This design comes from an exercise in tuning for small area, a short achievable clock period and few clock cycles per item on the open sky130 flow, not from production work.
RTL that was checked went through simulation tests only; none was proved equivalent to the original.
The RTL of run 1 was laid out without a check of its function.
Power is estimated from default activity; no workload was simulated.

==> design.v <==
`timescale 1ns/1ps
module stage_buffer #(
	parameter int W = 38
)
(
	input logic clk,
	input logic reset,
	input logic in_valid,
	output logic in_ready,
	input logic [W-1:0] in_data,
	output logic out_valid,
	input logic out_ready,
	output logic [W-1:0] out_data
);
	logic full;
	logic [W-1:0] data;
	assign in_ready = !full || out_ready;
	always_ff @(posedge clk)
	begin
		if (reset)
			full <= 1'b0;
		else if (in_ready)
			full <= in_valid;
	end
	always_ff @(posedge clk)
	begin
		if (in_valid && in_ready)
			data <= in_data;
	end
	assign out_valid = full;
	assign out_data = data;
endmodule
`timescale 1ns/1ps
module terminal_check (
	input logic [1:0] op,
	input logic [16-1:0] f,
	input logic [16-1:0] g,
	output logic hit,
	output logic [1:0] rsel,  
	output logic swap,  
	output logic need_f,  
	output logic need_g,
	output logic shared  
);
	logic f_nz;
	logic g_nz;
	logic f_false;
	logic f_true;
	logic g_false;
	logic g_true;
	logic same;
	logic compl;
	logic exist;
	logic greater;
	logic f_z;
	logic g_z;
	logic op_and;
	logic op_or;
	logic op_xor;
	assign f_z = (f[16-1:1] == '0);
	assign g_z = (g[16-1:1] == '0);
	assign f_nz = !f_z;
	assign g_nz = !g_z;
	assign f_false = f_z && !f[0];
	assign f_true = f_z && f[0];
	assign g_false = g_z && !g[0];
	assign g_true = g_z && g[0];
	assign shared = (f[16-1:1] == g[16-1:1]);
	assign same = shared && (f[0] == g[0]);
	assign compl = shared && (f[0] != g[0]);
	assign op_and = (op == 2'd0);
	assign op_or = (op == 2'd1);
	assign op_xor = (op == 2'd2);
	assign exist = (op == 2'd3);
	assign hit = exist ? f_z :
		(shared || f_false || g_false || (!op_xor && (f_true || g_true)));
	assign rsel[1] =
		(op_and && !(f_false || g_false) && (f_true || g_true || same)) ||
		(op_or && !(f_true || g_true) && (f_false || g_false || same)) ||
		(op_xor && !shared && (f_false || g_false)) ||
		(exist && f_z);
	assign rsel[0] =
		(op_and && f_true && !g_false) ||
		(op_or && (f_true || g_true || f_false || compl)) ||
		(op_xor && !same && (compl || f_false));
	always_comb
	begin
		logic [16-1:0] gt;
		logic [16-1:0] eq;
		gt = f & ~g;
		eq = ~(f ^ g);
		for (int w = 1; w < 16; w = w * 2)
			for (int i = 0; i + w < 16; i = i + 2 * w)
			begin
				gt[i] = gt[i + w] || (eq[i + w] && gt[i]);
				eq[i] = eq[i + w] && eq[i];
			end
		greater = gt[0];
	end
	assign swap = !exist && greater;  
	assign need_f = exist || (f_nz && g_nz);
	assign need_g = !exist && !shared;
endmodule
`timescale 1ns/1ps
module var_fetch_ctrl #(
	parameter int PW = 2  
)
(
	input logic clk,
	input logic reset,
	input logic in_valid,
	output logic in_ready,
	input logic [3-1:0] in_id,
	input logic in_negate,
	input logic [1:0] in_op,
	input logic [16-1:0] in_f,  
	input logic [16-1:0] in_g,
	input logic in_hit,
	input logic [1:0] in_rsel,
	input logic in_swap,
	input logic in_need_f,
	input logic in_need_g,
	input logic in_shared,
	output logic mem_req_valid,
	input logic mem_req_ready,
	output logic [16-2:0] mem_req_node,
	input logic mem_resp_valid,
	input logic [8-1:0] mem_resp_var,
	output logic [8-1:0] qvar,
	input logic qbit,
	output logic out_valid,
	input logic out_ready,
	output logic [3-1:0] out_id,
	output logic out_negate,
	output logic [1:0] out_op,
	output logic [16-1:0] out_f,
	output logic [16-1:0] out_g,
	output logic out_hit,
	output logic [16-1:0] out_result,
	output logic [8-1:0] out_top,
	output logic out_fetch_f,
	output logic out_fetch_g,
	output logic out_quantify
);
	localparam int N = 1 << PW;
	localparam int IW = 16;
	localparam int VW = 8;
	logic [N-1:0][3-1:0] e_id;
	logic [N-1:0] e_negate;
	logic [N-1:0][1:0] e_op;
	logic [N-1:0][IW-1:0] e_f;  
	logic [N-1:0][IW-1:0] e_g;
	logic [N-1:0] e_hit;
	logic [N-1:0][1:0] e_rsel;
	logic [N-1:0] e_swap;  
	logic [N-1:0] e_shared;
	logic [N-1:0][VW-1:0] e_top;  
	logic [N-1:0] e_ff;
	logic [N-1:0] e_fg;
	logic [N-1:0] e_q;
	logic [N-1:0] e_pf;  
	logic [N-1:0] e_pg;
	logic [N-1:0] e_wf;  
	logic [N-1:0] e_wg;
	localparam logic [1:0] K_G = 2'd0;  
	localparam logic [1:0] K_F_MORE = 2'd1;  
	localparam logic [1:0] K_F = 2'd2;  
	localparam logic [1:0] K_F_SHARED = 2'd3;  
	logic [PW:0] wp;  
	logic [PW:0] ip;  
	logic [PW:0] rp;  
	logic [PW:0] wp_next;
	logic [PW:0] rp_next;
	logic alloc;
	logic [PW-1:0] wi;
	logic [PW-1:0] ii;
	logic [PW-1:0] ri;
	logic g_valid;
	logic g_pf;
	logic g_pg;
	logic g_avail;
	logic g_load;
	logic rq_open;
	logic [IW-2:0] g_node;
	logic i_adv;
	logic in_pf;
	logic in_pg;
	logic h_adv;
	logic [PW-1:0] ti;
	logic t_found;
	logic [1:0] t_kind;
	logic second;  
	logic [VW-1:0] first_var;  
	logic le;
	logic ge;
	logic is_none;
	logic [VW-1:0] f_top;
	logic f_ff;
	logic f_fg;
	logic f_upd;
	logic rr_upd;  
	logic [VW-1:0] rr_var;
	logic [PW-1:0] rr_ti;
	logic r_done;
	logic o_load;
	logic o_q;
	assign wi = wp[PW-1:0];
	assign ii = ip[PW-1:0];
	assign ri = rp[PW-1:0];
	assign alloc = in_valid && in_ready;
	assign wp_next = wp + alloc;
	assign rp_next = rp + o_load;
	assign in_pf = !in_hit && in_need_f;
	assign in_pg = !in_hit && in_need_g;
	assign rq_open = !mem_req_valid || mem_req_ready;
	assign g_valid = (ip != wp);
	assign g_pf = e_pf[ii];
	assign g_pg = e_pg[ii];
	assign g_avail = g_valid && (g_pf || g_pg);
	assign g_load = g_avail && rq_open;
	assign g_node = (g_pf ^ e_swap[ii]) ? e_f[ii][IW-1:1] : e_g[ii][IW-1:1];
	assign i_adv = g_valid && (!(g_pf || g_pg) || (g_load && !(g_pf && g_pg)));
	assign h_adv = alloc && !g_valid && !(in_pf || in_pg);
	always_comb
	begin
		logic [PW-1:0] k;
		t_found = 1'b0;
		ti = ri;
		for (int j = 0; j < N; j++)
		begin
			k = ri + PW'(j);
			if (!t_found && (e_wf[k] || e_wg[k]))
			begin
				t_found = 1'b1;
				ti = k;
			end
		end
	end
	assign t_kind = !e_wf[ti] ? K_G : (e_pg[ti] || e_wg[ti]) ? K_F_MORE :
		e_shared[ti] ? K_F_SHARED : K_F;
	assign le = (mem_resp_var <= first_var);
	assign ge = (first_var <= mem_resp_var);
	assign is_none = (mem_resp_var == {8{1'b1}});
	always_comb
	begin
		f_top = (second && !le) ? first_var : mem_resp_var;
		f_upd = !second || le;
		if (second)
		begin
			f_ff = ge;
			f_fg = le;
		end
		else
		begin
			f_ff = (t_kind != K_G) || is_none;
			f_fg = (t_kind != K_F) || is_none;
		end
	end
	assign qvar = rr_var;
	assign r_done = (rp != ip) && !(e_wf[ri] || e_wg[ri]);
	assign o_load = r_done && (!out_valid || out_ready);
	assign o_q = (rr_upd && rr_ti == ri) ? qbit : e_q[ri];
	always_ff @(posedge clk)
	begin
		rr_var <= mem_resp_var;
		rr_ti <= ti;
		if (mem_resp_valid)
			first_var <= mem_resp_var;
		if (g_load)
			mem_req_node <= g_node;
		if (reset)
		begin
			rr_upd <= 1'b0;
			second <= 1'b0;
			wp <= '0;
			ip <= '0;
			rp <= '0;
			in_ready <= 1'b1;
			mem_req_valid <= 1'b0;
			out_valid <= 1'b0;
		end
		else
		begin
			rr_upd <= mem_resp_valid && f_upd;
			if (mem_resp_valid)
				second <= (t_kind == K_F_MORE);
			wp <= wp_next;
			rp <= rp_next;
			in_ready <= !((wp_next[PW] != rp_next[PW]) && (wp_next[PW-1:0] == rp_next[PW-1:0]));
			if (i_adv || h_adv)
				ip <= ip + 1'b1;
			if (rq_open)
				mem_req_valid <= g_avail;
			if (o_load)
				out_valid <= 1'b1;
			else if (out_ready)
				out_valid <= 1'b0;
		end
	end
	always_ff @(posedge clk)
	begin
		for (int i = 0; i < N; i++)
		begin
			if (alloc && wi == i)
			begin
				e_id[i] <= in_id;
				e_negate[i] <= in_negate;
				e_op[i] <= in_op;
				e_f[i] <= in_f;
				e_g[i] <= in_g;
				e_hit[i] <= in_hit;
				e_rsel[i] <= in_rsel;
				e_swap[i] <= in_swap;
				e_shared[i] <= in_shared;
			end
		end
	end
	always_ff @(posedge clk)
	begin
		for (int i = 0; i < N; i++)
		begin
			if (reset)
			begin
				e_pf[i] <= 1'b0;
				e_pg[i] <= 1'b0;
				e_wf[i] <= 1'b0;
				e_wg[i] <= 1'b0;
			end
			else if (alloc && wi == i)
			begin
				e_pf[i] <= in_pf;
				e_pg[i] <= in_pg;
				e_wf[i] <= 1'b0;
				e_wg[i] <= 1'b0;
			end
			else
			begin
				if (g_load && ii == i)
				begin
					if (g_pf)
					begin
						e_pf[i] <= 1'b0;
						e_wf[i] <= 1'b1;
					end
					else
					begin
						e_pg[i] <= 1'b0;
						e_wg[i] <= 1'b1;
					end
				end
				if (mem_resp_valid && ti == i)
				begin
					if (e_wf[i])
						e_wf[i] <= 1'b0;
					else
						e_wg[i] <= 1'b0;
				end
			end
		end
	end
	always_ff @(posedge clk)
	begin
		for (int i = 0; i < N; i++)
		begin
			if (mem_resp_valid && ti == i)
			begin
				e_top[i] <= f_top;
				e_ff[i] <= f_ff;
				e_fg[i] <= f_fg;
			end
			if (rr_upd && rr_ti == i)
				e_q[i] <= qbit;
		end
	end
	always_ff @(posedge clk)
	begin
		if (o_load)
		begin
			out_id <= e_id[ri];
			out_negate <= e_negate[ri];
			out_op <= e_op[ri];
			out_hit <= e_hit[ri];
			if (e_swap[ri] && !e_hit[ri])
			begin
				out_f <= e_g[ri];
				out_g <= e_f[ri];
			end
			else
			begin
				out_f <= e_f[ri];
				out_g <= e_g[ri];
			end
			case (e_rsel[ri])
				2'd0: out_result <= {16{1'b0}};
				2'd1: out_result <= {{(16-1){1'b0}}, 1'b1};
				2'd2: out_result <= e_f[ri];
				default: out_result <= e_g[ri];
			endcase
			out_top <= e_hit[ri] ? {8{1'b1}} : e_top[ri];
			out_fetch_f <= !e_hit[ri] && e_ff[ri];
			out_fetch_g <= !e_hit[ri] && e_fg[ri];
			out_quantify <= !e_hit[ri] && o_q && (e_op[ri] != 2'd0);
		end
	end
endmodule
`timescale 1ns/1ps
module quantify_table (
	input logic clk,
	input logic reset,
	input logic cfg_write,
	input logic [8-1:0] cfg_address,
	input logic [32-1:0] cfg_wdata,
	input logic [8-1:0] qvar,
	output logic qbit
);
	localparam int SEL_W = $clog2((256 / 32));
	logic [(256 / 32)-1:0][32-1:0] words;
	logic [32-1:0] qword;
	always_ff @(posedge clk)
	begin
		for (int i = 0; i < (256 / 32); i++)
		begin
			if (reset)
				words[i] <= '0;
			else if (cfg_write && cfg_address == i)
				words[i] <= cfg_wdata;
		end
	end
	assign qword = words[qvar[8-1:5]];
	assign qbit = qword[qvar[4:0]];
endmodule
`timescale 1ns/1ps
module apply_front (
	input logic clk,
	input logic reset,
	input logic in_valid,
	output logic in_ready,
	input logic [3-1:0] in_id,
	input logic in_negate,
	input logic [1:0] in_op,
	input logic [16-1:0] in_f,
	input logic [16-1:0] in_g,
	output logic var_req_valid,
	input logic var_req_ready,
	output logic [16-2:0] var_req_node,
	input logic var_resp_valid,
	input logic [8-1:0] var_resp_var,
	input logic cfg_write,
	input logic [8-1:0] cfg_address,
	input logic [32-1:0] cfg_wdata,
	output logic out_valid,
	input logic out_ready,
	output logic [3-1:0] out_id,
	output logic out_negate,
	output logic [1:0] out_op,
	output logic [16-1:0] out_f,
	output logic [16-1:0] out_g,
	output logic out_hit,
	output logic [16-1:0] out_result,
	output logic [8-1:0] out_top,
	output logic out_fetch_f,
	output logic out_fetch_g,
	output logic out_quantify
);
	logic hit;
	logic [1:0] rsel;
	logic swap;
	logic need_f;
	logic need_g;
	logic shared;
	logic [8-1:0] qvar;
	logic qbit;
	terminal_check terminal_check_i (
		.op(in_op), .f(in_f), .g(in_g),
		.hit(hit), .rsel(rsel), .swap(swap),
		.need_f(need_f), .need_g(need_g), .shared(shared)
	);
	var_fetch_ctrl var_fetch_ctrl_i (
		.clk(clk), .reset(reset),
		.in_valid(in_valid), .in_ready(in_ready),
		.in_id(in_id), .in_negate(in_negate), .in_op(in_op), .in_f(in_f), .in_g(in_g),
		.in_hit(hit), .in_rsel(rsel), .in_swap(swap),
		.in_need_f(need_f), .in_need_g(need_g), .in_shared(shared),
		.mem_req_valid(var_req_valid), .mem_req_ready(var_req_ready),
		.mem_req_node(var_req_node), .mem_resp_valid(var_resp_valid),
		.mem_resp_var(var_resp_var),
		.qvar(qvar), .qbit(qbit),
		.out_valid(out_valid), .out_ready(out_ready),
		.out_id(out_id), .out_negate(out_negate), .out_op(out_op),
		.out_f(out_f), .out_g(out_g), .out_hit(out_hit), .out_result(out_result),
		.out_top(out_top), .out_fetch_f(out_fetch_f), .out_fetch_g(out_fetch_g),
		.out_quantify(out_quantify)
	);
	quantify_table quantify_table_i (
		.clk(clk), .reset(reset),
		.cfg_write(cfg_write), .cfg_address(cfg_address), .cfg_wdata(cfg_wdata),
		.qvar(qvar), .qbit(qbit)
	);
endmodule
==> run.sh <==
#!/bin/bash
# synth_recipe.tcl (not shown) runs the flow's synth.tcl, then flattens the netlist and writes it again
# the make line also repeats each setting of config.mk as NAME=value (left out here)
make -C /OpenROAD-flow-scripts/flow DESIGN_CONFIG=/design/flow/config.mk WORK_HOME=/design/flow/orfs CLKGATE_MAP_FILE= SYNTH_SCRIPT=/design/flow/synth_recipe.tcl finish
==> config.mk <==
export PLATFORM = sky130hd
export DESIGN_NAME = apply_front
export DESIGN_NICKNAME = apply_front
export VERILOG_FILES = /design/flow/design.v
export SDC_FILE = /design/flow/constraint.sdc
export NUM_CORES = 4
export LEC_CHECK = 0
export CAP_MARGIN = 20
export CORE_MARGIN = 2
export CORE_UTILIZATION = 40
export CTS_BUF_LIST = sky130_fd_sc_hd__clkbuf_8
export SETUP_SLACK_MARGIN = 3.0
export SLEW_MARGIN = 20
==> constraint.sdc <==
create_clock -name core_clock -period 5.5 [get_ports {clk}]
set_input_delay 1.1000 -clock core_clock [delete_from_list [all_inputs] [get_ports {clk}]]
set_output_delay 1.1000 -clock core_clock [all_outputs]
set_load 0.01 [all_outputs]
==> results.txt, run 1 <==
worst reg2reg setup slack=2.71 ns; area fraction in compound gates after synthesis=7.27%; most area-hungry cell type in the Yosys netlist=sky130_fd_sc_hd__edfxtp_1; post-synthesis average cell area=11.7 um^2; global-route wire length before repair=109 mm; gr usage total=20.7%; clk_skew=0.0501 ns; share of the clock period used by the worst path=50.7%; simple-gate portion of the synthesized area=12.7%; most numerous cell types in the synthesized netlist=sky130_fd_sc_hd__nand2_1, sky130_fd_sc_hd__edfxtp_1, sky130_fd_sc_hd__dfxtp_1; Post-Layout Cell Count=3407; hold worst-path end=quantify_table_i.words[205]; worst max-slew margin expressed relative to the limit=33.5%; xor/xnor cell area share of the yosys netlist=0.530%; share of synthesized flip-flops with an asynchronous set or reset=0%; source of the worst register-to-register timing path=var_fetch_ctrl_i.rr_var[7]; Final Hold Vio Count=0; max incr delay on CP=0.60 ns; post-synthesis share of cell area spent on full adders, half adders and majority gates=1.55%; Final Routed Wirelength=72.4 mm; number of nets in the finished design=2580; GP Congestion=0.818; total overflow reported by the global router=0; series of cell instances along the critical path=mux4_1 > mux2_2 > a31oi_1 > o41ai_1 > a311o_2 > nand4_1 > a211o_1 > a211oi_2; unrepaired setup endpoints after global routing=yes; Worst Reg2Reg Path Length in Cells=8; setup tns final=0 ns; Skew-Pair Late Insertion Delay=0.71 ns; Placement Rows=94; number of port buffers=176; largest cells by area after synthesis=sky130_fd_sc_hd__edfxtp_1, sky130_fd_sc_hd__dfxtp_1, sky130_fd_sc_hd__mux4_2; reported max-cap violation count=0; slew at the pin closest to its max-slew limit=0.997 ns; die outline area=68200 um^2; number of global-route vias before repair=18600; initial antenna violation count=4; pin count of the biggest net entering global routing=147; number of DRC markers after the initial detailed-route iteration=1340; Pleak=0.0112 uW; Worst path slowest cell=sky130_fd_sc_hd__mux4_1; endpoint of the worst-slack reg-to-reg timing path=var_fetch_ctrl_i.out_quantify; Post-Place Cells=3171; ANT nets after route=0; outcome=no timing/DRC/antenna violations; total clock buffers created by CTS=99; portion of synthesized cell area occupied by the leading cell type=34.6%; synth-to-layout area growth=20.8%; share of final-layout standard cells stronger than drive strength 1=22.0%; Die W=261 um; setup-violating endpoint count in the final report=0; depth of the worst hold-timing path=2; CTS clock-pin slew for the worst setup and hold paths=0.06 ns; most frequent cell after synthesis=sky130_fd_sc_hd__nand2_1; pwr dens=414 nW/um^2; crit path max fanout=8; post-synthesis sequential area ratio=57.0%; detailed placement HPWL=41.9 mm; post-route setup slack=2.71 ns; Die Y=261 um; final routed wire length divided by cell count=21.2 um; initial standard-cell utilization of the core=40.3%; clock sinks=601; Core Region=65600 um^2; buffer type at the clock tree root=sky130_fd_sc_hd__clkbuf_8; worst path required time=5.93 ns; peak clock frequency supported by timing=0.359 GHz; number of DRC violations after detailed routing=0; Synth cell types=70; share of synthesized area spent on multiplexers=16.9%; number of buffers between clock root and the deepest sink=3; total number of vias=18500; hold path startpoint=quantify_table_i.words[205]; maximum vdd ir drop=0.000391 V; I/O pin cnt=177; nets in the synthesized netlist=2394; pre-CTS WS=1.42 ns; critical path type=flop to flop; critical path endpoint category=flop; number of warnings printed during yosys synthesis=3; number of H-tree levels=3; Hold Crit Class=flop to flop; most common flop cell mapped by yosys=sky130_fd_sc_hd__edfxtp_1; time the final worst path needs with I/O delays and setup=2.79 ns; count of final max-slew check failures=0; startpoint kind of the worst setup timing path=flop; mapped cell area=26500 um^2; CTS tree=done; Yosys reg bits=601; via/cell ratio=5.44; dominant combinational cell family by area after synthesis=multiplexers; number of detailed-route iterations in the first pass=5; critical path arrival=3.22 ns; Post-Synthesis Cells=2269; count of flip-flops with a built-in enable after synthesis=305
-- metrics by stage --
stage | power (uW) | hold WS (ns) | util [%] | area (um^2)
5_1_grt | 13900 | 0.467 | 48.7 | 31900
4_1_cts | 13300 | 0.450 | 48.1 | 31500
2_1_floorplan | 7960 | 0.432 | - | 26900
3_5_place_dp | 9330 | 0.442 | 44.3 | 29100
6_report | 13200 | 0.451 | 48.7 | 31900
3_3_place_gp | 9260 | 0.437 | 44.3 | 29100
-- layout make-up --
cell class | count | area [um^2]
multi-input cells | 1452 | 10900
repair inverters | 2 | 15.0
clock buffers | 120 | 1650
flip-flops and latches | 601 | 15100
diodes | 2 | 5.00
well taps | 864 | 1080
clock inverters | 67 | 393
fillers | 5844 | 33700
inverters | 44 | 216
repair buffers | 255 | 2570
-- sequential cells by signal, indices dropped and copies added (netlist names), 12 cells and up --
name / count
var_fetch_ctrl_i.e_top: 32
var_fetch_ctrl_i.out_f: 16
quantify_table_i.words: 256
var_fetch_ctrl_i.mem_req_node: 15
var_fetch_ctrl_i.e_id: 12
var_fetch_ctrl_i.e_f: 64
var_fetch_ctrl_i.e_g: 64
var_fetch_ctrl_i.out_g: 16
var_fetch_ctrl_i.out_result: 16
-- report_power, final --
group	leakage [uW]	total (uW)	switching (uW)	internal (uW)
logic	0.00479	3520	1910	1610
registers	0.00522	5720	218	5500
clock network	0.00119	3990	1860	2130
-- kinds of logic after synthesis --
group           count (synthesis)
buf+inv                       219
flops                         601
fa+ha+maj                      33
xor+xnor                       16
simple gates                  808
compound gates                352
mux                           240
-- layer usage --
metal	wire length, um	track usage, %
met1	29000	25.2
met2	37500	37.3
met3	4180	3.68
met4	1680	6.53
met5	27	0
-- cell usage in the layout, fill, tap and decap left out, types with 49 or more instances in the layout --
cell	instances
sky130_fd_sc_hd__a21oi_1	278
sky130_fd_sc_hd__clkdlybuf4s15_1	55
sky130_fd_sc_hd__nor2_1	78
sky130_fd_sc_hd__nand2_1	601
sky130_fd_sc_hd__clkbuf_8	122
sky130_fd_sc_hd__inv_1	57
sky130_fd_sc_hd__mux4_2	111
sky130_fd_sc_hd__buf_4	49
sky130_fd_sc_hd__edfxtp_1	305
sky130_fd_sc_hd__dfxtp_1	282
-- how the worst max path moves through the flow --
stage	start	depth (start not counted)	to	slack [ns]
finish	var_fetch_ctrl_i.rr_var[7]	8	var_fetch_ctrl_i.out_quantify	2.71
floorplan	out_ready	7	var_fetch_ctrl_i.in_ready	2.05
global route	var_fetch_ctrl_i.rr_var[7]	8	var_fetch_ctrl_i.out_quantify	2.63
CTS	var_fetch_ctrl_i.rr_var[5]	8	var_fetch_ctrl_i.out_quantify	2.73
global placement	in_g[3]	11	var_fetch_ctrl_i.ip[2]	1.46
detailed placement	in_g[3]	11	var_fetch_ctrl_i.ip[2]	1.42
-- critical path: cells and delay by family, from the launching register on --
| kind | cells | cell delay, ns |
|---|---|---|
| muxes | 2 | 0.88 |
| AOI/OAI and AO/OA | 5 | 1.02 |
| and+or+nand+nor | 1 | 0.15 |
| DFF | 1 | 0.47 |
-- repair_timing --
action | in CTS | in global routing
setup buffers | 27 | 14
pin swaps | 15 | 17
resized for setup | 345 | 156
hold buffers | 0 | 0
endpoints found under the setup margin | 616 | 473
gates cloned | 2 | 4
==> inputs of run 2 (changes only) <==
--- a/design.v
+++ b/design.v
@@ -129,3 +129,3 @@
 	output logic [8-1:0] qvar,
-	input logic qbit,
+	input logic qbit,  
 	output logic out_valid,
@@ -201,3 +201,2 @@
 	logic rr_upd;  
-	logic [VW-1:0] rr_var;
 	logic [PW-1:0] rr_ti;
@@ -258,3 +257,3 @@
 	end
-	assign qvar = rr_var;
+	assign qvar = mem_resp_var;
 	assign r_done = (rp != ip) && !(e_wf[ri] || e_wg[ri]);
@@ -264,3 +263,2 @@
 	begin
-		rr_var <= mem_resp_var;
 		rr_ti <= ti;
@@ -413,3 +411,3 @@
 	input logic [8-1:0] qvar,
-	output logic qbit
+	output logic qbit  
 );
@@ -417,3 +415,4 @@
 	logic [(256 / 32)-1:0][32-1:0] words;
-	logic [32-1:0] qword;
+	logic [(256 / 32)-1:0] qcol;
+	logic [SEL_W-1:0] qsel;
 	always_ff @(posedge clk)
@@ -428,4 +427,9 @@
 	end
-	assign qword = words[qvar[8-1:5]];
-	assign qbit = qword[qvar[4:0]];
+	always_ff @(posedge clk)
+	begin
+		for (int i = 0; i < (256 / 32); i++)
+			qcol[i] <= words[i][qvar[4:0]];
+		qsel <= qvar[8-1:5];
+	end
+	assign qbit = qcol[qsel];
 endmodule
==> run 2 against run 1 <==
- critical endpoint is now var_fetch_ctrl_i.e_swap[3]
- register-to-register slack gained 0.41 ns
- final cell count shrank 2.3%
- global-route usage shrank 0.61 points
- combinational power grew 5%
- largest cell class unchanged
- highest routed layer is now met4
- cell area shrank 0.26%
- clock skew shrank 0.0064 ns
- largest power group unchanged
- still clean
==> results.txt, run 2 <==
endpoint of the worst-slack reg-to-reg timing path=var_fetch_ctrl_i.e_fg[1]; time the final worst path needs with I/O delays and setup=2.56 ns; slew at the pin closest to its max-slew limit=1.03 ns; ANT nets after route=0; Largest Register=quantify_table_i.words; total overflow reported by the global router=0; Skew-Pair Late Insertion Delay=0.72 ns; die outline area=67700 um^2; nets in the synthesized netlist=2329; origin of the worst setup path=in_f[0]; post-synthesis share of cell area spent on full adders, half adders and majority gates=1.52%; depth of the worst hold-timing path=2; gr usage total=20.1%; power share of the combinational group=27.3%; CTS tree=done; portion of synthesized cell area occupied by the leading cell type=34.9%; Synth cell types=66; maximum vdd ir drop=0.000396 V; clock sinks=604; Final Hold Vio Count=0; most frequent standard cell in the layout excluding fill and tap cells=sky130_fd_sc_hd__nand2_1; largest cells by area after synthesis=sky130_fd_sc_hd__edfxtp_1, sky130_fd_sc_hd__dfxtp_1, sky130_fd_sc_hd__mux4_2; unrepaired setup endpoints after global routing=yes; number of global-route vias before repair=18100; peak clock frequency supported by timing=0.391 GHz; critical path endpoint category=flop; total clock buffers created by CTS=102; buffer type at the clock tree root=sky130_fd_sc_hd__clkbuf_8; clock network fraction of design power=30.1%; worst path required time=5.89 ns; number of buffers between clock root and the deepest sink=3; final routed wire length divided by cell count=20.9 um; highest-count cells in the layout ignoring fill and taps=sky130_fd_sc_hd__nand2_1, sky130_fd_sc_hd__edfxtp_1, sky130_fd_sc_hd__dfxtp_1, sky130_fd_sc_hd__a21oi_1, sky130_fd_sc_hd__mux4_2; Final Routed Wirelength=69.7 mm; Post-Layout Cell Count=3330; number of DRC violations after detailed routing=0; post-synthesis sequential area ratio=57.6%; share of final-layout standard cells stronger than drive strength 1=25.4%; most area-hungry cell type in the Yosys netlist=sky130_fd_sc_hd__edfxtp_1; reported max-cap violation count=0; number of nets in the finished design=2515; share of synthesized area spent on multiplexers=17.4%; Post-Synthesis Cells=2204; area fraction in compound gates after synthesis=7.41%; synth-to-layout area growth=21.3%; detailed placement HPWL=42.4 mm; number of warnings printed during yosys synthesis=3; worst max-slew margin expressed relative to the limit=31.5%; post-route setup slack=2.94 ns; biggest regs=quantify_table_i.words: 256 flops, var_fetch_ctrl_i.e_f: 64 flops, var_fetch_ctrl_i.e_g: 64 flops; Worst Reg2Reg Path Length in Cells=5; area of combinational cells with multiple inputs=10900 um^2; number of port buffers=176; internal power=9440 uW; most frequent cell after synthesis=sky130_fd_sc_hd__nand2_1; CTS clock-pin slew for the worst setup and hold paths=0.06 ns; net switching power=4100 uW; most common flop cell mapped by yosys=sky130_fd_sc_hd__edfxtp_1; Core Region=64700 um^2; critical path type=input port to flop; most numerous cell types in the synthesized netlist=sky130_fd_sc_hd__nand2_1, sky130_fd_sc_hd__edfxtp_1, sky130_fd_sc_hd__dfxtp_1; pin count of the biggest net entering global routing=155; xor/xnor cell area share of the yosys netlist=0.467%; post-synthesis average cell area=11.9 um^2; crit path max fanout=10; Hold Crit Class=flop to flop; total power=13500 uW; dominant combinational cell family by area after synthesis=multiplexers; pwr dens=425 nW/um^2; max reg flops=256; number of H-tree levels=3; setup-violating endpoint count in the final report=0; Sequential cell area=15200 um^2; Yosys reg bits=604; count of final max-slew check failures=0; initial standard-cell utilization of the core=40.6%; mapped cell area=26300 um^2; outcome=no timing/DRC/antenna violations; number of detailed-route iterations in the first pass=7; via/cell ratio=5.43; Die W=260 um; total number of vias=18100; worst hold slack=0.452 ns; pre-CTS WS=1.45 ns; proportion of total power due to net switching=30.3%; startpoint kind of the worst setup timing path=input port; setup tns final=0 ns; simple-gate portion of the synthesized area=11.8%; I/O pin cnt=177; Post-Place Cells=3090; critical path arrival=2.95 ns; source of the worst register-to-register timing path=var_fetch_ctrl_i.e_wf[3]; initial antenna violation count=2; part of the total power dissipated in sequential elements=42.6%; number of filler instances in the final layout=5722; critical path endpoint=var_fetch_ctrl_i.e_swap[3]; global-route wire length before repair=105 mm; worst reg2reg setup slack=3.12 ns; clk_skew=0.0437 ns; Placement Rows=93; count of flip-flops with a built-in enable after synthesis=305; Pleak=0.0109 uW; share of synthesized flip-flops with an asynchronous set or reset=0%; GP Congestion=0.854; Die Y=260 um; number of DRC markers after the initial detailed-route iteration=1204; share of the clock period used by the worst path=46.5%
## run 2: logic make-up after synthesis
group                      after synthesis
and+or+nand+nor                        746
AOI/OAI and AO/OA                      351
xor gates and xnor gates                14
buffers and inverters                  217
adders and majority gates               32
DFF                                    604
muxes                                  240
## run 2: through the flow
stage	instance area [um^2]	util (%)
after detailed placement	28800	44.6
after CTS	31400	48.5
final	31900	49.3
after global placement	28800	44.6
after global routing	31900	49.3
after floorplan	26700	-
## run 2: area by class of cell
type / count / area share (%)
Tap cell: 855 / 3.36
Clock buffer: 120 / 5.18
Clock inverter: 67 / 1.45
Timing Repair Buffer: 247 / 7.57
Antenna cell: 2 / 0.0157
Multi-Input combinational cell: 1391 / 34.2
Sequential cell: 604 / 47.6
Inverter: 44 / 0.648
## run 2: what timing repair did
action | in CTS | in global routing
setup endpoints to repair | 655 | 373
hold buffers | 0 | 0
buffers inserted | 21 | 21
pin swaps | 9 | 22
cloned | 1 | 8
endpoints found under the hold margin | 0 | 0
gates resized for setup | 334 | 201
## run 2: worst min-delay path by stage
stage                                startpoint                     endpoint
global route        quantify_table_i.words[131]  quantify_table_i.words[131]
floorplan           quantify_table_i.words[102]  quantify_table_i.words[102]
CTS                  quantify_table_i.words[10]   quantify_table_i.words[10]
global placement     quantify_table_i.words[49]   quantify_table_i.words[49]
finish              quantify_table_i.words[157]  quantify_table_i.words[157]
detailed placement   quantify_table_i.words[10]   quantify_table_i.words[10]
## run 2: power by group through the flow
stage | sequential [uW] | combinational (uW) | clock (uW)
floorplan | 5960 | 2140 | 0
global placement | 5960 | 3530 | 0
detailed placement | 5970 | 3560 | 0
CTS | 5770 | 3650 | 4180
global route | 5800 | 4010 | 4360
finish | 5760 | 3700 | 4080
## run 2: routing by layer
layer	track usage, %	routed length (um)
met5	0	0
met4	6.65	1770
met3	3.85	3980
met2	34.7	35300
met1	25.5	28700
## run 2: critical path, stage by stage
cell                            delay, ns
sky130_fd_sc_hd__dlygate4sd2_1       0.38
sky130_fd_sc_hd__ha_1                0.30
sky130_fd_sc_hd__a21o_1              0.16
sky130_fd_sc_hd__a21o_1              0.18
sky130_fd_sc_hd__a21oi_1             0.15
sky130_fd_sc_hd__nor2b_1             0.06
sky130_fd_sc_hd__o31ai_1             0.35
sky130_fd_sc_hd__a31oi_2             0.26
Testbench counts of run 2, summed over its fixed seeds: cycles 9,753, items 4,000.
==> inputs of run 3 (changes only) <==
--- a/config.mk
+++ b/config.mk
@@ -11,3 +11,3 @@
 export CTS_BUF_LIST = sky130_fd_sc_hd__clkbuf_8
-export SETUP_SLACK_MARGIN = 3.0
+export SETUP_SLACK_MARGIN = 3.15
 export SLEW_MARGIN = 20
==> run 3 against run 2 <==
- first-iteration DRC count is 20% higher
- still clean on timing, DRC and antenna
- clock skew is 0.019 ns lower
- total power is 1.3% higher
- combinational power up 8.1%
- final cell count rose by 1.3%
- largest cell class unchanged
- count of clock-buffer cells in the layout down 4
- non-clock buffer count rose by 44
- critical path type unchanged
- worst setup slack gained 0.093 ns
==> results.txt, run 3 <==
Final Hold Vio Count=0; number of filler instances in the final layout=5685; Largest Register=quantify_table_i.words; series of cell instances along the critical path=buf_2 > ha_4 > nand3_2 > or4_4 > o31ai_4 > a21oi_2 > o41a_1 > mux2_4; Placement Rows=93; CTS clock-pin slew for the worst setup and hold paths=0.06 ns; total clock buffers created by CTS=100; part of the total power dissipated in sequential elements=42.0%; nets in the synthesized netlist=2329; Worst path slowest cell=sky130_fd_sc_hd__or4_4; total number of cells along the worst setup path=8; most frequent cell after synthesis=sky130_fd_sc_hd__nand2_1; post-synthesis sequential area ratio=57.6%; source of the worst register-to-register timing path=var_fetch_ctrl_i.e_wf[2]; most common flop cell mapped by yosys=sky130_fd_sc_hd__edfxtp_1; largest cells by area after synthesis=sky130_fd_sc_hd__edfxtp_1, sky130_fd_sc_hd__dfxtp_1, sky130_fd_sc_hd__mux4_2; number of DRC markers after the initial detailed-route iteration=1448; total number of vias=18400; share of synthesized flip-flops with an asynchronous set or reset=0%; critical path arrival=3.05 ns; number of buffers between clock root and the deepest sink=3; GP Congestion=0.842; CP delay by family, top=simple AND/OR/NAND/NOR gates; total power=13700 uW; initial antenna violation count=1; clk_skew=0.0247 ns; net switching power=4180 uW; critical path type=input port to flop; outcome=no timing/DRC/antenna violations; total overflow reported by the global router=0; setup-violating endpoint count in the final report=0; Worst Reg2Reg Path Length in Cells=6; critical path endpoint=var_fetch_ctrl_i.ip[0]; endpoint of the worst-slack reg-to-reg timing path=var_fetch_ctrl_i.e_fg[3]; hold buffer count at cts=0; Final Routed Wirelength=70.6 mm; proportion of total power due to net switching=30.5%; Synth cell types=66; power share of the combinational group=29.2%; most frequent standard cell in the layout excluding fill and tap cells=sky130_fd_sc_hd__nand2_1; startpoint kind of the worst setup timing path=input port; I/O pin cnt=177; slew at the pin closest to its max-slew limit=0.903 ns; buffer type at the clock tree root=sky130_fd_sc_hd__clkbuf_8; Die W=260 um; max reg flops=256; final routed wire length divided by cell count=20.9 um; most numerous cell types in the synthesized netlist=sky130_fd_sc_hd__nand2_1, sky130_fd_sc_hd__edfxtp_1, sky130_fd_sc_hd__dfxtp_1; Skew-Pair Late Insertion Delay=0.72 ns; ANT nets after route=0; number of nets in the finished design=2559; origin of the worst setup path=in_f[12]; max incr delay on CP=0.53 ns; via/cell ratio=5.46; worst max-slew margin expressed relative to the limit=39.7%; global-route wire length before repair=107 mm; count of final max-slew check failures=0; clock network fraction of design power=28.8%; instance area at placement=28900 um^2; biggest regs=quantify_table_i.words: 256 flops, var_fetch_ctrl_i.e_f: 64 flops, var_fetch_ctrl_i.e_g: 64 flops; initial standard-cell utilization of the core=40.6%; unrepaired setup endpoints after global routing=yes; number of DRC violations after detailed routing=0; worst path required time=6.09 ns; number of detailed-route iterations in the first pass=7; reported max-cap violation count=0; number of warnings printed during yosys synthesis=3; Core Region=64700 um^2; most area-hungry cell type in the Yosys netlist=sky130_fd_sc_hd__edfxtp_1; CTS tree=done; highest-count cells in the layout ignoring fill and taps=sky130_fd_sc_hd__nand2_1, sky130_fd_sc_hd__edfxtp_1, sky130_fd_sc_hd__dfxtp_1, sky130_fd_sc_hd__a21oi_1, sky130_fd_sc_hd__mux4_2; gr usage total=20.5%; Hold Crit Class=flop to flop; internal power=9520 uW; Yosys reg bits=604; mapped cell area=26300 um^2; number of global-route vias before repair=18300; die outline area=67700 um^2; detailed placement HPWL=42.8 mm; count of flip-flops with a built-in enable after synthesis=305; post-synthesis average cell area=11.9 um^2; time the final worst path needs with I/O delays and setup=2.46 ns; Finished Cell Area=32400 um^2; clock sinks=604; share of the clock period used by the worst path=44.8%; pin count of the biggest net entering global routing=132; share of final-layout standard cells stronger than drive strength 1=30.2%; maximum vdd ir drop=0.000501 V; peak clock frequency supported by timing=0.406 GHz; Die Y=260 um; worst reg2reg setup slack=3.12 ns; setup tns final=0 ns; number of port buffers=176; crit path max fanout=6; number of H-tree levels=3; critical path endpoint category=flop; Pleak=0.0112 uW; pwr dens=423 nW/um^2; buffers plus inverters on the worst setup path=1; synth-to-layout area growth=23.4%; Post-Synthesis Cells=2204; portion of synthesized cell area occupied by the leading cell type=34.9%
-- run 3: how the worst min path moves through the flow --
stage	start	to	cells past startpoint	slack, ns
5_1_grt	quantify_table_i.words[11]	quantify_table_i.words[11]	2	0.47
2_1_floorplan	quantify_table_i.words[102]	quantify_table_i.words[102]	2	0.43
3_3_place_gp	quantify_table_i.words[40]	quantify_table_i.words[40]	2	0.44
4_1_cts	quantify_table_i.words[167]	quantify_table_i.words[167]	2	0.45
3_5_place_dp	quantify_table_i.words[102]	quantify_table_i.words[102]	2	0.44
6_report	quantify_table_i.words[100]	quantify_table_i.words[100]	2	0.45
-- run 3: power groups by stage --
stage / clock, uW / combinational, uW / sequential, uW
floorplan: 0 / 2140 / 5960
global placement: 0 / 3580 / 5900
detailed placement: 0 / 3620 / 5920
CTS: 4040 / 3740 / 5770
global route: 4240 / 4300 / 5800
finish: 3940 / 4000 / 5750
-- run 3: layer usage --
| metal | track usage (%) | wire length, um | vias to the layer above |
|---|---|---|---|
| li1 | - | - | 8452 |
| met1 | 26.5 | 29200 | 9224 |
| met2 | 34.7 | 35300 | 589 |
| met3 | 3.58 | 4190 | 136 |
| met4 | 7.35 | 1990 | 0 |
| met5 | 0 | 0 | - |
-- run 3: cells by family (layout without fill, tap and decap cells) --
group	after synthesis	after routing	share of synthesized area, %
buf+inv	217	520	3.80
simple gates	746	754	11.8
mux	240	240	17.4
flops	604	604	57.6
other cells	0	1	0
compound gates	351	353	7.41
fa+ha+maj	32	32	1.52
xor+xnor	14	14	0.467
-- run 3: per-stage QoR --
step                cells  util (%)  worst slack (ns)  hold WS [ns]
finish               3373      50.1              3.04         0.452
global route         3372      50.1              2.99         0.468
CTS                  3332      48.9              3.04         0.453
detailed placement   3093      44.7              1.48         0.445
global placement     3093      44.7              1.49         0.438
floorplan            2204         -              2.05         0.433
-- run 3: worst min-delay path, stage by stage, from the launching register on --
cell                      delay (ns)
sky130_fd_sc_hd__dfxtp_1        0.31
sky130_fd_sc_hd__nand2_1        0.05
sky130_fd_sc_hd__a21oi_1        0.05
-- run 3: final cells by class --
cell class | count | area, um^2 | area share, %
Tap cell | 855 | 1070 | 3.30
Clock inverter | 69 | 428 | 1.32
Clock buffer | 116 | 1600 | 4.93
Multi-Input combinational cell | 1393 | 11200 | 34.5
Antenna cell | 1 | 2.50 | 0.00772
Inverter | 44 | 246 | 0.760
Timing Repair Buffer | 291 | 2720 | 8.38
Sequential cell | 604 | 15200 | 46.8
-- run 3: what timing repair did --
action | in CTS | in global routing
buffers inserted | 41 | 35
resized for setup | 666 | 88
endpoints found under the setup margin | 682 | 494
pin swaps | 29 | 28
gates cloned | 13 | 5
==> inputs of run 4 (changes only) <==
--- a/design.v
+++ b/design.v
@@ -187,3 +187,2 @@
 	logic in_pg;
-	logic h_adv;
 	logic [PW-1:0] ti;
@@ -221,3 +220,2 @@
 	assign i_adv = g_valid && (!(g_pf || g_pg) || (g_load && !(g_pf && g_pg)));
-	assign h_adv = alloc && !g_valid && !(in_pf || in_pg);
 	always_comb
@@ -287,3 +285,3 @@
 			in_ready <= !((wp_next[PW] != rp_next[PW]) && (wp_next[PW-1:0] == rp_next[PW-1:0]));
-			if (i_adv || h_adv)
+			if (i_adv)
 				ip <= ip + 1'b1;
@@ -301,3 +299,3 @@
 		begin
-			if (alloc && wi == i)
+			if (in_ready && wi == i)
 			begin
==> run 4 against run 3 <==
- utilization shrank 0.85 points
- critical path type is now flop to primary output
- still clean
- largest cell class unchanged
- largest power group unchanged
- wire length increased by 0.86%
- clock skew up 0.017 ns
- register-to-register slack better by 0.09 ns
==> results.txt, run 4 <==
max reg flops=256; most numerous cell types in the synthesized netlist=sky130_fd_sc_hd__edfxtp_1, sky130_fd_sc_hd__nand2_1, sky130_fd_sc_hd__dfxtp_1; share of the core filled with cells=49.3%; detailed placement HPWL=42.4 mm; Final Routed Wirelength=71.2 mm; depth of the worst hold-timing path=2; Skew-Pair Late Insertion Delay=0.72 ns; max incr delay on CP=0.43 ns; Worst path slowest cell=sky130_fd_sc_hd__edfxtp_1; largest cells by area after synthesis=sky130_fd_sc_hd__edfxtp_1, sky130_fd_sc_hd__dfxtp_1, sky130_fd_sc_hd__mux4_2; slew at the pin closest to its max-slew limit=0.883 ns; worst max-slew margin expressed relative to the limit=41.1%; most common flop cell mapped by yosys=sky130_fd_sc_hd__edfxtp_1; number of global-route vias before repair=17900; number of port buffers=176; startpoint kind of the worst setup timing path=flop; reported max-cap violation count=0; hold path startpoint=quantify_table_i.words[90]; number of DRC markers after the initial detailed-route iteration=1576; Pleak=0.0111 uW; maximum vdd ir drop=0.000369 V; series of cell instances along the critical path=buf_2; number of buffers between clock root and the deepest sink=3; portion of synthesized cell area occupied by the leading cell type=34.9%; GP Congestion=0.826; critical path endpoint category=primary output; post-synthesis average cell area=12.5 um^2; total number of vias=17800; gr usage total=20.7%; CTS clock-pin slew for the worst setup and hold paths=0.06 ns; Die W=260 um; setup-violating endpoint count in the final report=0; share of the clock period used by the worst path=43.4%; most frequent cell after synthesis=sky130_fd_sc_hd__edfxtp_1; pin count of the biggest net entering global routing=113; pwr dens=421 nW/um^2; biggest regs=quantify_table_i.words: 256 flops, var_fetch_ctrl_i.e_f: 64 flops, var_fetch_ctrl_i.e_g: 64 flops; initial standard-cell utilization of the core=40.6%; Post-Synthesis Cells=2099; hold buffer count at cts=0; number of warnings printed during yosys synthesis=3; total clock buffers created by CTS=102; number of H-tree levels=3; initial antenna violation count=2; synth-to-layout area growth=21.4%; count of flip-flops with a built-in enable after synthesis=305; crit path max fanout=1; clock sinks=604; global-route wire length before repair=107 mm; time the final worst path needs with I/O delays and setup=2.39 ns; final routed wire length divided by cell count=21.8 um; outcome=no timing/DRC/antenna violations; I/O pin cnt=177; Die Y=260 um; number of detailed-route iterations in the first pass=6; setup tns final=0 ns; clk_skew=0.0416 ns; buffers plus inverters on the worst setup path=1; CTS tree=done; source of the worst register-to-register timing path=var_fetch_ctrl_i.rp[0]; ANT nets after route=0; Synth cell types=63; endpoint of the worst-slack reg-to-reg timing path=var_fetch_ctrl_i.out_g[9]; die outline area=67700 um^2; Core Region=64700 um^2; number of DRC violations after detailed routing=0; CP delay by family, top=flip-flops; count of final max-slew check failures=0; Yosys reg bits=604; total overflow reported by the global router=0; nets in the synthesized netlist=2224; most frequent standard cell in the layout excluding fill and tap cells=sky130_fd_sc_hd__edfxtp_1; unrepaired setup endpoints after global routing=yes; mapped cell area=26200 um^2; Placement Rows=93; Largest Register=quantify_table_i.words; hold worst-path end=quantify_table_i.words[90]; most area-hungry cell type in the Yosys netlist=sky130_fd_sc_hd__edfxtp_1; critical path arrival=1.29 ns; buffer type at the clock tree root=sky130_fd_sc_hd__clkbuf_8; highest-count cells in the layout ignoring fill and taps=sky130_fd_sc_hd__edfxtp_1, sky130_fd_sc_hd__nand2_1, sky130_fd_sc_hd__dfxtp_1, sky130_fd_sc_hd__nor2_1, sky130_fd_sc_hd__mux2i_1; share of synthesized flip-flops with an asynchronous set or reset=0%; post-synthesis sequential area ratio=57.7%; number of nets in the finished design=2442; via/cell ratio=5.46; share of final-layout standard cells stronger than drive strength 1=28.3%; Final Hold Vio Count=0; Worst Reg2Reg Path Length in Cells=5; worst reg2reg setup slack=3.21 ns; peak clock frequency supported by timing=0.419 GHz; worst path required time=4.40 ns; critical path type=flop to primary output; Hold Crit Class=flop to flop
## run 4: how the worst max path moves through the flow
stage	from	endpoint	slack, ns	cells after the start
4_1_cts	var_fetch_ctrl_i.out_result[4]	out_result[4]	3.05	1
6_report	var_fetch_ctrl_i.mem_req_node[12]	var_req_node[12]	3.11	1
2_1_floorplan	out_ready	var_fetch_ctrl_i.in_ready	2.05	7
5_1_grt	var_fetch_ctrl_i.mem_req_node[0]	var_req_node[0]	3.06	1
3_3_place_gp	cfg_address[3]	quantify_table_i.words[96]	1.54	7
3_5_place_dp	cfg_address[3]	quantify_table_i.words[97]	1.44	7
## run 4: kinds of logic (layout without fill, tap and decap cells)
family	Yosys count	count (layout)	share of synthesized area (%)
AOI/OAI and AO/OA	262	262	5.88
xor gates and xnor gates	19	19	0.634
adders and majority gates	32	32	1.53
buffers and inverters	200	503	3.20
DFF	604	604	57.7
muxes	368	368	20.9
other	0	2	0
and+or+nand+nor	614	618	10.1
## run 4: stage by stage
stage | hold slack, ns | total power, uW | worst slack [ns] | std cells | cell area [um^2]
detailed placement | 0.446 | 9700 | 1.44 | 2998 | 29100
global placement | 0.439 | 9620 | 1.54 | 2998 | 29100
CTS | 0.454 | 13500 | 3.05 | 3239 | 31600
floorplan | 0.433 | 8160 | 2.05 | 2099 | 26900
finish | 0.452 | 13400 | 3.11 | 3263 | 31900
global route | 0.466 | 14100 | 3.06 | 3262 | 31900
## run 4: worst register-to-register path, delay by kind of cell, from the launching register on
family | cells | cell delay (ns)
buffers and inverters | 2 | 0.48
flip-flops | 1 | 0.37
AND/OR/NAND/NOR | 1 | 0.20
multiplexers | 2 | 0.98
## run 4: what timing repair did
action / 4_1_cts / 5_1_grt
pin swaps: 17 / 15
resized for setup: 516 / 92
setup endpoints to repair: 611 / 403
hold endpoints to repair: 0 / 0
gates cloned: 7 / 5
buffers inserted: 41 / 17
## run 4: final cells by class
| cell class | instances | area (um^2) |
|---|---|---|
| Clock buffer | 120 | 1650 |
| Tap cell | 855 | 1070 |
| Antenna cell | 2 | 5.00 |
| Timing Repair Buffer | 274 | 2470 |
| Clock inverter | 73 | 369 |
| Inverter | 36 | 191 |
| Sequential cell | 604 | 15200 |
| Fill cell | 5712 | 32800 |
| Multi-Input combinational cell | 1299 | 10900 |
## run 4: metal layers
metal  vias up  wire length (um)  global-route usage, %
met5         -                 0                      0
met4         0              1660                   6.41
met3       110              4520                   3.78
met2       607             34600                   34.3
met1      8937             30500                   27.7
li1       8147                 -                      -
## run 4: report_power, final
part | total (uW) | internal (uW) | leakage, uW | switching [uW]
logic | 3680 | 1530 | 0.00458 | 2160
registers | 5840 | 5630 | 0.00530 | 217
clock network | 3900 | 2040 | 0.00119 | 1860
Testbench counts of run 4, summed over its fixed seeds: cycles 9,718, items 4,000.
==> inputs of run 5 (changes only) <==
--- a/config.mk
+++ b/config.mk
@@ -9,3 +9,3 @@
 export CORE_MARGIN = 2
-export CORE_UTILIZATION = 40
+export CORE_UTILIZATION = 60
 export CTS_BUF_LIST = sky130_fd_sc_hd__clkbuf_8
==> run 5 against run 4 <==
- hold slack improved by 0.0011 ns
- wire length fell by 3.2%
- clock skew fell by 0.014 ns
- final cell count fell by 8.6%
- count of clock-buffer cells in the layout fell by 17
- clock power fell by 11%
- worst setup slack got worse by 0.020 ns
- die area fell by 33%
- first-iteration DRC count fell by 6.9%
- area after synthesis did not move
- critical endpoint is now var_req_node[2]
- largest power group unchanged
==> results.txt, run 5 <==
outcome=no timing/DRC/antenna violations; synth-to-layout area growth=20.0%; time the final worst path needs with I/O delays and setup=2.41 ns; most common flop cell mapped by yosys=sky130_fd_sc_hd__edfxtp_1; most numerous cell types in the synthesized netlist=sky130_fd_sc_hd__edfxtp_1, sky130_fd_sc_hd__nand2_1, sky130_fd_sc_hd__dfxtp_1; clock sinks=604; share of synthesized flip-flops with an asynchronous set or reset=0%; number of port buffers=176; portion of synthesized cell area occupied by the leading cell type=34.9%; Yosys reg bits=604; number of warnings printed during yosys synthesis=3; setup tns final=0 ns; reported max-cap violation count=0; Core Region=43100 um^2; hold worst-path end=quantify_table_i.words[77]; most frequent cell after synthesis=sky130_fd_sc_hd__edfxtp_1; number of H-tree levels=3; worst hold slack=0.453 ns; ANT nets after route=0; number of nets in the finished design=2449; critical path endpoint category=primary output; mapped cell area=26200 um^2; series of cell instances along the critical path=buf_2; max incr delay on CP=0.45 ns; initial standard-cell utilization of the core=60.9%; Synth cell types=63; biggest regs=quantify_table_i.words: 256 flops, var_fetch_ctrl_i.e_f: 64 flops, var_fetch_ctrl_i.e_g: 64 flops; setup-violating endpoint count in the final report=0; CP delay by family, top=flip-flops; CTS clock-pin slew for the worst setup and hold paths=0.06 ns; Final Hold Vio Count=0; hold path startpoint=quantify_table_i.words[77]; crit path max fanout=1; most frequent standard cell in the layout excluding fill and tap cells=sky130_fd_sc_hd__edfxtp_1; buffers plus inverters on the worst setup path=1; detailed placement HPWL=40.5 mm; share of final-layout standard cells stronger than drive strength 1=28.5%; total clock buffers created by CTS=94; Post-Synthesis Cells=2099; instance area at placement=28800 um^2; post-synthesis sequential area ratio=57.7%; critical path type=flop to primary output; worst max-slew margin expressed relative to the limit=37.9%; most area-hungry cell type in the Yosys netlist=sky130_fd_sc_hd__edfxtp_1; total power=13000 uW; Skew-Pair Late Insertion Delay=0.69 ns; pwr dens=412 nW/um^2; initial antenna violation count=3; peak clock frequency supported by timing=0.415 GHz; endpoint of the worst-slack reg-to-reg timing path=var_fetch_ctrl_i.out_g[6]; largest cells by area after synthesis=sky130_fd_sc_hd__edfxtp_1, sky130_fd_sc_hd__dfxtp_1, sky130_fd_sc_hd__mux4_2; I/O pin cnt=177; number of detailed-route iterations in the first pass=5; Die Y=213 um; startpoint kind of the worst setup timing path=flop; clk_skew=0.0280 ns; Pleak=0.0111 uW; buffer type at the clock tree root=sky130_fd_sc_hd__clkbuf_8; Finished Cell Area=31500 um^2; critical path arrival=1.31 ns; gr usage total=30.7%; die outline area=45400 um^2; depth of the worst hold-timing path=2; global-route wire length before repair=104 mm; slew at the pin closest to its max-slew limit=0.932 ns; CTS tree=done; final routed wire length divided by cell count=23.1 um; max reg flops=256; unrepaired setup endpoints after global routing=yes; via/cell ratio=6.01; count of flip-flops with a built-in enable after synthesis=305; number of global-route vias before repair=17900; maximum vdd ir drop=0.000284 V; share of the clock period used by the worst path=43.8%; pin count of the biggest net entering global routing=166; Largest Register=quantify_table_i.words; post-synthesis average cell area=12.5 um^2; Final Routed Wirelength=69.0 mm; number of DRC markers after the initial detailed-route iteration=1468; Worst Reg2Reg Path Length in Cells=6; count of final max-slew check failures=0; Hold Crit Class=flop to flop; total overflow reported by the global router=0; number of DRC violations after detailed routing=0; number of buffers between clock root and the deepest sink=3; worst reg2reg setup slack=3.16 ns; Worst path slowest cell=sky130_fd_sc_hd__edfxtp_1; nets in the synthesized netlist=2224; Die W=213 um; share of the core filled with cells=73.1%; GP Congestion=0.817; Placement Rows=76; highest-count cells in the layout ignoring fill and taps=sky130_fd_sc_hd__edfxtp_1, sky130_fd_sc_hd__nand2_1, sky130_fd_sc_hd__dfxtp_1, sky130_fd_sc_hd__nor2_1, sky130_fd_sc_hd__mux2i_1; source of the worst register-to-register timing path=var_fetch_ctrl_i.rp[0]; worst path required time=4.40 ns; total number of vias=17900
## run 5: cell type report
cell class | count | area (um^2)
Sequential cell | 604 | 15200
Antenna cell | 4 | 10.0
Clock buffer | 103 | 1420
Tap cell | 585 | 732
Multi-Input combinational cell | 1299 | 11000
Timing Repair Buffer | 289 | 2610
Inverter | 36 | 194
Fill cell | 2922 | 11600
Clock inverter | 61 | 304
## run 5: worst reg2reg max path: cells and delay by family, from the launching register on
| kind | cells | cell delay [ns] |
|---|---|---|
| buffers and inverters | 3 | 0.52 |
| flip-flops | 1 | 0.39 |
| multiplexers | 2 | 0.96 |
| AND/OR/NAND/NOR | 1 | 0.21 |
## run 5: cells by family (layout without fill, tap and decap cells)
logic type / count (synthesis) / in the layout / share of synthesized area [%]
AOI/OAI and AO/OA: 262 / 262 / 5.88
xor gates and xnor gates: 19 / 19 / 0.634
adders and majority gates: 32 / 32 / 1.53
buffers and inverters: 200 / 489 / 3.20
DFF: 604 / 604 / 57.7
muxes: 368 / 368 / 20.9
other: 0 / 4 / 0
and+or+nand+nor: 614 / 618 / 10.1
## run 5: power breakdown
part	switching [uW]	total, uW	internal, uW
clock network	1670	3470	1800
registers	230	5860	5630
logic	2110	3650	1540
total	4010	13000	8970
## run 5: worst max-delay path by stage
stage | depth (start not counted) | slack [ns] | end | from
floorplan | 7 | 2.05 | var_fetch_ctrl_i.in_ready | out_ready
global placement | 8 | 1.49 | quantify_table_i.words[58] | cfg_address[3]
detailed placement | 8 | 1.33 | quantify_table_i.words[55] | cfg_address[3]
CTS | 1 | 3.06 | var_req_node[2] | var_fetch_ctrl_i.mem_req_node[2]
global route | 1 | 3.04 | var_req_node[2] | var_fetch_ctrl_i.mem_req_node[2]
finish | 1 | 3.09 | var_req_node[2] | var_fetch_ctrl_i.mem_req_node[2]
## run 5: per-layer routing
metal,share of wire [%],global-route usage [%]
met5,0,0
met4,4.2,13.9
met3,6.6,5.06
met2,50,52.3
met1,39,38.7
## run 5: per-stage QoR
step	std cells	setup WS, ns
after floorplan	2099	2.05
after global placement	2729	1.49
after detailed placement	2729	1.33
after CTS	2963	3.06
after global routing	2980	3.04
final	2981	3.09
## run 5: what timing repair did
item,CTS,global route
hold buffers,0,0
hold endpoints to repair,0,0
gates resized for setup,560,95
buffers inserted,59,11
cloned,11,3
endpoints found under the setup margin,616,412
pin swaps,19,21
==> inputs of run 6 (changes only) <==
--- a/config.mk
+++ b/config.mk
@@ -9,4 +9,4 @@
 export CORE_MARGIN = 2
-export CORE_UTILIZATION = 60
-export CTS_BUF_LIST = sky130_fd_sc_hd__clkbuf_8
+export CORE_UTILIZATION = 40
+export CTS_BUF_LIST = sky130_fd_sc_hd__clkbuf_4
 export SETUP_SLACK_MARGIN = 3.15
==> run 6 against run 5 <==
- critical path depth stayed put
- combinational power is 1% higher
- clock power is 14% higher
- cell area hardly changed
- final cell count is 12% higher
- via count is 0.70% higher
- wire length is 1.5% higher
- count of clock-buffer cells in the layout is 131 higher
- first-iteration DRC count is 6.7% higher
- sequential power hardly changed
- area after synthesis stayed put
- clock skew is 0.048 ns higher
- critical endpoint is now out_result[4]
==> results.txt, run 6 <==
Yosys reg bits=604; number of nets in the finished design=2480; share of synthesized flip-flops with an asynchronous set or reset=0%; critical path arrival=1.56 ns; setup-violating endpoint count in the final report=0; final routed wire length divided by cell count=21.0 um; proportion of total power due to net switching=31.5%; die outline area=67700 um^2; most frequent cell after synthesis=sky130_fd_sc_hd__edfxtp_1; highest-count cells in the layout ignoring fill and taps=sky130_fd_sc_hd__edfxtp_1, sky130_fd_sc_hd__nand2_1, sky130_fd_sc_hd__dfxtp_1, sky130_fd_sc_hd__clkbuf_4, sky130_fd_sc_hd__nor2_1; ANT nets after route=0; part of the total power dissipated in sequential elements=43.3%; mapped cell area=26200 um^2; net switching power=4240 uW; worst path required time=4.40 ns; share of the clock period used by the worst path=48.4%; initial antenna violation count=4; instance area at placement=29100 um^2; Final Routed Wirelength=70.0 mm; via/cell ratio=5.41; max reg flops=256; GP Congestion=0.826; reported max-cap violation count=0; post-synthesis average cell area=12.5 um^2; startpoint kind of the worst setup timing path=flop; Post-Synthesis Cells=2099; Final Hold Vio Count=0; portion of synthesized cell area occupied by the leading cell type=34.9%; crit path max fanout=1; most frequent standard cell in the layout excluding fill and tap cells=sky130_fd_sc_hd__edfxtp_1; CTS clock-pin slew for the worst setup and hold paths=0.06 ns; power share of the combinational group=27.3%; post-synthesis sequential area ratio=57.7%; worst max-slew margin expressed relative to the limit=41.7%; detailed placement HPWL=42.4 mm; internal power=9250 uW; outcome=no timing/DRC/antenna violations; Finished Cell Area=31500 um^2; Skew-Pair Late Insertion Delay=1.00 ns; gr usage total=20.9%; biggest regs=quantify_table_i.words: 256 flops, var_fetch_ctrl_i.e_f: 64 flops, var_fetch_ctrl_i.e_g: 64 flops; share of final-layout standard cells stronger than drive strength 1=29.3%; Core Region=64700 um^2; nets in the synthesized netlist=2224; maximum vdd ir drop=0.000375 V; number of DRC violations after detailed routing=0; largest cells by area after synthesis=sky130_fd_sc_hd__edfxtp_1, sky130_fd_sc_hd__dfxtp_1, sky130_fd_sc_hd__mux4_2; Die Y=260 um; global-route wire length before repair=107 mm; Placement Rows=93; number of buffers between clock root and the deepest sink=3; count of flip-flops with a built-in enable after synthesis=305; peak clock frequency supported by timing=0.376 GHz; share of the core filled with cells=48.7%; CTS tree=done; max incr delay on CP=0.40 ns; most common flop cell mapped by yosys=sky130_fd_sc_hd__edfxtp_1; Synth cell types=63; most area-hungry cell type in the Yosys netlist=sky130_fd_sc_hd__edfxtp_1; CP delay by family, top=flip-flops; number of H-tree levels=4; Die W=260 um; clock network fraction of design power=29.4%; Pleak=0.0110 uW; pin count of the biggest net entering global routing=113; pwr dens=428 nW/um^2; Largest Register=quantify_table_i.words; most numerous cell types in the synthesized netlist=sky130_fd_sc_hd__edfxtp_1, sky130_fd_sc_hd__nand2_1, sky130_fd_sc_hd__dfxtp_1; count of final max-slew check failures=0; buffer type at the clock tree root=sky130_fd_sc_hd__clkbuf_4; number of global-route vias before repair=18400; clk_skew=0.0763 ns; Worst path slowest cell=sky130_fd_sc_hd__edfxtp_1; slew at the pin closest to its max-slew limit=0.874 ns; number of DRC markers after the initial detailed-route iteration=1566; critical path endpoint category=primary output; setup tns final=0 ns; total clock buffers created by CTS=162; I/O pin cnt=177; total number of vias=18100; number of port buffers=176; unrepaired setup endpoints after global routing=yes; number of warnings printed during yosys synthesis=3; initial standard-cell utilization of the core=40.6%; critical path type=flop to primary output; series of cell instances along the critical path=buf_2; total overflow reported by the global router=0; number of filler instances in the final layout=5815; time the final worst path needs with I/O delays and setup=2.66 ns; hold buffer count at cts=0; number of detailed-route iterations in the first pass=5; buffers plus inverters on the worst setup path=1; clock sinks=604; synth-to-layout area growth=20.1%; Hold Crit Class=flop to flop
run 6: cell counts after synthesis:
No cell type changed its count.
run 6: power groups by stage:
stage | clock [uW] | combinational [uW] | sequential, uW
floorplan | 0 | 2130 | 6040
global placement | 0 | 3610 | 6020
detailed placement | 0 | 3660 | 6040
CTS | 4110 | 3660 | 5850
global route | 4360 | 3970 | 5890
finish | 3970 | 3690 | 5840
run 6: cells by family after synthesis:
family,count (synthesis),synth area share (%)
buffers and inverters,200,3.20
XOR/XNOR,19,0.634
adder cells (fa/ha/maj),32,1.53
AND/OR/NAND/NOR,614,10.1
AO/OA/AOI/OAI,262,5.88
multiplexers,368,20.9
flip-flops,604,57.7
run 6: routing by layer:
metal | track usage [%] | routed length, um | vias to the layer above | part of all wire [%]
met5 | 0 | 0 | - | 0
met4 | 6.90 | 1410 | 0 | 2.0
met1 | 27.7 | 30100 | 8985 | 43
met2 | 34.2 | 34100 | 633 | 49
li1 | - | - | 8325 | -
met3 | 4.42 | 4410 | 112 | 6.3
run 6: cell type report:
type | count | area (um^2) | share of cell area (%)
timing repair buffer | 252 | 2160 | 6.86
multi-input combinational | 1298 | 10800 | 34.3
antenna | 4 | 10.0 | 0.0318
tap | 855 | 1070 | 3.39
timing repair inverter | 1 | 7.51 | 0.0238
inverter | 36 | 188 | 0.596
clock inverter | 51 | 317 | 1.00
clock buffer | 234 | 1760 | 5.57
sequential | 604 | 15200 | 48.2
run 6: final timing paths:
path / startpoint / endpoint / slack (ns) / depth (start not counted)
max: var_fetch_ctrl_i.out_result[4] / out_result[4] / 2.84 / 1
min: quantify_table_i.words[90] / quantify_table_i.words[90] / 0.45 / 2
max reg2reg: var_fetch_ctrl_i.rp[0] / var_fetch_ctrl_i.in_ready / 3.23 / 7
min reg2reg: quantify_table_i.words[90] / quantify_table_i.words[90] / 0.45 / 2
run 6: what timing repair did:
item | 4_1_cts | 5_1_grt
buffers inserted | 34 | 9
endpoints found under the setup margin | 610 | 376
pin swaps | 10 | 1
resized for setup | 419 | 35
gates cloned | 4 | 1
run 6: metrics by stage:
step           hold slack, ns  setup WS (ns)  std cells  total power [uW]
5_1_grt                 0.421           2.68       3335             14200
3_3_place_gp            0.439           1.54       2998              9620
3_5_place_dp            0.446           1.44       2998              9700
6_report                0.455           2.84       3335             13500
4_1_cts                 0.446           2.70       3321             13600
2_1_floorplan           0.433           2.05       2099              8160

## re-timing with driven ports
Ports are ideal in the flow. The routed layouts listed here were re-timed in OpenROAD. Step 1 assumes that a clkbuf_16 drives the clock port and a buf_2 every other input. Step 2 moves the port delays by t, midway between the first and last clock arrival at a register: inputs arrive t later, outputs are due t later. That takes back most of the time a late clock gives input paths. Slacks: no drivers / after step 1 / after step 2; pairs: no drivers / after step 1.
run	t (ns)	slack for setup (ns)	worst setup path at the end	latest minus earliest clock arrival (ns)	slew at the worst register clock pin (ns)
run 1	0.740	2.713 / 2.713 / 2.259	input to register	0.059 / 0.059	0.07 / 0.07
run 2	0.758	2.943 / 2.956 / 2.198	input to register	0.046 / 0.046	0.07 / 0.07
run 3	0.756	3.036 / 3.019 / 2.266	input to register	0.042 / 0.043	0.07 / 0.07
run 4	0.772	3.112 / 3.050 / 2.353	input to register	0.062 / 0.062	0.07 / 0.07
run 5	0.733	3.093 / 3.039 / 2.349	input to register	0.032 / 0.032	0.06 / 0.06
run 6	1.020	2.840 / 2.780 / 2.102	input to register	0.082 / 0.081	0.07 / 0.07
After both steps setup and hold are still met in every run listed. The setup slack of run 3, which loses most, moves by -0.017 ns with the drivers and by -0.770 ns with both steps.
